What follows belongs to an exercise in optimizing a design on an open flow for small area, a short achievable clock period and few clock cycles per item; a production flow would make more cautious choices.
The RTL was checked by simulation tests, not by an equivalence proof against the original design.
Power and IR drop assume default switching activity.

==> flow/design.v (excerpt) <==
module mnps_top (
  input  wire logic        clk,
  input  wire logic        rst,
  input  wire logic        evt_valid,
  output logic             evt_ready,
  input  wire logic        evt_func,
  input  wire logic [15:0] evt_note_id,
  input  wire logic [15:0] evt_note_pitch,
  input  wire logic [15:0] evt_note_velocity,
  output logic             res_valid,
  input  wire logic        res_ready,
  output logic [1:0]       res_action,
  output logic [15:0]      res_voice_id,
  output logic [15:0]      res_voice_pitch,
  output logic [15:0]      res_voice_velocity,
  output logic             res_overflow,
  output logic [4:0]       res_held_count
);
For scale: about 4600 cells after synthesis, about 1100 flip-flops, roughly 110 I/O pins, ~43000 sq um of cells after synthesis.
==> flow/config.mk <==
export PLATFORM = sky130hd
export DESIGN_NAME = mnps_top
export DESIGN_NICKNAME = mnps_top
export VERILOG_FILES = /design/flow/design.v
export SDC_FILE = /design/flow/constraint.sdc
export NUM_CORES = 4
export LEC_CHECK = 0
export CAP_MARGIN = 20
export CORE_MARGIN = 2
export CORE_UTILIZATION = 40
export SETUP_SLACK_MARGIN = 3.0
export SLEW_MARGIN = 20
==> flow/constraint.sdc <==
create_clock -name core_clock -period 5.0 [get_ports {clk}]
set_input_delay 1.0000 -clock core_clock [delete_from_list [all_inputs] [get_ports {clk}]]
set_output_delay 1.0000 -clock core_clock [all_outputs]
set_load 0.01 [all_outputs]
run.sh (not shown) runs the stock make flow with config.mk's settings and CLKGATE_MAP_FILE= SYNTH_SCRIPT=/design/flow/synth_recipe.tcl, a recipe that flattens the netlist after the stock synthesis.
The baseline produced a clean layout.
Testbench counts at the start, summed over its fixed seeds: cycles 16,024, events 16,000.
Edit:
- SETUP_SLACK_MARGIN: 3.0 -> 2.7
Via count fell by 2.5%. Clock-buffer cell count rose by 2. Area after synthesis stays the same. Clock skew fell by 0.010 ns. Cell count fell by 1.1%. Synthesized cell count does not change. Total power fell by 1.9%. Hold slack got worse by 0.0049 ns. Routed wire length fell by 7.2%.
Edit:
- SETUP_SLACK_MARGIN: 2.7 -> 2.5
The new run passed the timing, design-rule and antenna checks.
Register-to-register slack gets worse by 0.15 ns.
First-iteration DRC count falls by roughly a tenth.
Via count goes down slightly.
Die area does not change.
Core utilization decreases by 0.12 points.
Synthesized cell count does not change.
Total power grows slightly.
Area after synthesis is unchanged.


JK:
Another version of the RTL of mnps_top (not shown whole).
For scale: ~990 flip-flops, ~110 I/O pins, roughly 40000 um^2 of cells after synthesis.
## mnps_top
module mnps_top (
  input  wire logic        clk,
  input  wire logic        rst,
  input  wire logic        evt_valid,
  output logic             evt_ready,
  input  wire logic        evt_func,
  input  wire logic [15:0] evt_note_id,
  input  wire logic [15:0] evt_note_pitch,
  input  wire logic [15:0] evt_note_velocity,
  output logic             res_valid,
  input  wire logic        res_ready,
  output logic [1:0]       res_action,
  output logic [15:0]      res_voice_id,
  output logic [15:0]      res_voice_pitch,
  output logic [15:0]      res_voice_velocity,
  output logic             res_overflow,
  output logic [4:0]       res_held_count
);
  mnps_pkg::evt_t evt;
  mnps_pkg::res_t res;
  assign evt = {evt_func, evt_note_id, evt_note_pitch, evt_note_velocity};
  assign res_action         = res.action;
  assign res_voice_id       = res.voice_id;
  assign res_voice_pitch    = res.voice_pitch;
  assign res_voice_velocity = res.voice_velocity;
  assign res_overflow       = res.overflow;
  assign res_held_count     = res.held_count;
  mono_note_priority_stack_unit #(
    .STACK_DEPTH (mnps_pkg::DEF_STACK_DEPTH)
  ) u_unit (
    .clk       (clk),
    .rst       (rst),
    .evt_valid (evt_valid),
    .evt_ready (evt_ready),
    .evt       (evt),
    .res_valid (res_valid),
    .res_ready (res_ready),
    .res       (res)
  );
endmodule
==> flow/config.mk <==
export PLATFORM = sky130hd
export DESIGN_NAME = mnps_top
export DESIGN_NICKNAME = mnps_top
export VERILOG_FILES = /design/flow/design.v
export SDC_FILE = /design/flow/constraint.sdc
export NUM_CORES = 4
export LEC_CHECK = 0
export CAP_MARGIN = 20
export CORE_MARGIN = 2
export CORE_UTILIZATION = 40
export SETUP_SLACK_MARGIN = 3.0
export SLEW_MARGIN = 20
==> flow/constraint.sdc <==
create_clock -name core_clock -period 5.0 [get_ports {clk}]
set_input_delay 1.0000 -clock core_clock [delete_from_list [all_inputs] [get_ports {clk}]]
set_output_delay 1.0000 -clock core_clock [all_outputs]
set_load 0.01 [all_outputs]
JK went all the way through synthesis, placement and routing and the layout is clean on timing, DRC and antenna.
Testbench counts of JK, summed over its fixed seeds: cycles 16,016, events 16,000.
## Diff of input files: MS against JK
- CTS_CLUSTER_DIAMETER now 45, previously not set
- CTS_CLUSTER_SIZE now 20, previously not set
- SETUP_SLACK_MARGIN now 2.5, was 3.0
- CTS_BUF_LIST now sky130_fd_sc_hd__clkbuf_8, previously not set
### Flow results
Going from JK to MS, number of cells traversed by the worst register-to-register path decreased by 2 relative to the old numbers; worst-margin pin slew increased by 0.11 ns relative to the old numbers; fraction of met2 tracks used by global routing decreased by 14 points relative to the old numbers.
Wire length reported by the detailed router shrinks by more than 10% when moving from JK to MS.
MS vs. JK: final design area excluding fillers now smaller; clock power share shrank by 0.8 points; synthesized-area fraction occupied by adder cells saw little to no change.
Higher fraction of area in clock buffers and inverters goes to JK over MS.
Re pre-CTS setup slack: MS is 0.23 ns down on JK.
When the final numbers for JK and MS were put side by side, the stage delay of the slowest cell on the critical path turned out to be greater in MS.
Comparing JK and MS, the higher maximum VDD drop was measured on JK.


blue:
mnps_top with an RTL version that a note above also has.
For scale: roughly 4600 cells after synthesis, ~1100 flip-flops, about 110 I/O pins, about 0.043 mm² of cells after synthesis.
// mnps_top
module mnps_top (
  input  wire logic        clk,
  input  wire logic        rst,
  input  wire logic        evt_valid,
  output logic             evt_ready,
  input  wire logic        evt_func,
  input  wire logic [15:0] evt_note_id,
  input  wire logic [15:0] evt_note_pitch,
  input  wire logic [15:0] evt_note_velocity,
  output logic             res_valid,
  input  wire logic        res_ready,
  output logic [1:0]       res_action,
  output logic [15:0]      res_voice_id,
  output logic [15:0]      res_voice_pitch,
  output logic [15:0]      res_voice_velocity,
  output logic             res_overflow,
  output logic [4:0]       res_held_count
);
clock: 5.0 ns
lec_check: 0
cap_margin: 20
core_margin: 2
core_utilization: 40
cts_buf_list: sky130_fd_sc_hd__clkbuf_8
cts_cluster_diameter: 40
cts_cluster_size: 16
setup_slack_margin: 2.7
slew_margin: 20
Testbench counts of blue, summed over its fixed seeds: cycles 16,024, events 16,000.
Input changes introduced in green (baseline for comparison: blue):
- CTS_CLUSTER_DIAMETER: 40 -> unset
- CTS_BUF_LIST: sky130_fd_sc_hd__clkbuf_8 -> unset
- CTS_CLUSTER_SIZE: 16 -> unset
- SETUP_SLACK_MARGIN: 2.7 -> 3.3
Findings:
green has completed all stages; timing, DRC and antenna checks passed. The run showing the smaller met3 routed wirelength is blue. Compared to blue, green has first-iteration DRC count 1195 higher. Summary of green over blue: length of routed wiring on met1 up about 25%, logic gate share of total power up 6.3 points, post-placement cell count flat, setup slack up 0.14 ns. Status: power density relative to cell area parity (green, blue). Diff blue -> green | sum of net half-perimeters after detailed placement | up slightly. Looking at maximum clock frequency, green sits about 6% above blue.

re-timing with driven ports:
How much do the figures lean on ideal ports? The routed layouts below were timed once more, with nothing changed but the port constraints.
Step 1 assumes that a clkbuf_16 drives the clock port and a buf_2 every other input.
Step 2 moves the port delays by t, midway between the first and last clock arrival at a register: inputs arrive t later, outputs are due t later. That takes back most of the time a late clock gives input paths.
Three values: ideal ports, drivers, drivers and shift; two values: the first two.
run | shift t [ns] | slack for setup (ns) | pins driven straight from the clock port
the first run of note 1 | 0.744 | 2.698 / 2.682 / 2.003 | 1
the second run of note 1 | 0.748 | 2.703 / 2.678 / 2.005 | 1
the third run of note 1 | 0.745 | 2.563 / 2.503 / 1.884 | 1
JK | 0.754 | 2.260 / 2.260 / 1.776 | 1
MS | 0.812 | 2.299 / 2.299 / 1.781 | 1
blue | 0.871 | 2.601 / 2.534 / 1.846 | 1
green | 0.758 | 2.741 / 2.671 / 2.035 | 1
After both steps setup and hold are still met in every run listed. The setup slack of blue, which loses most, moves by -0.067 ns with the drivers and by -0.755 ns with both steps.
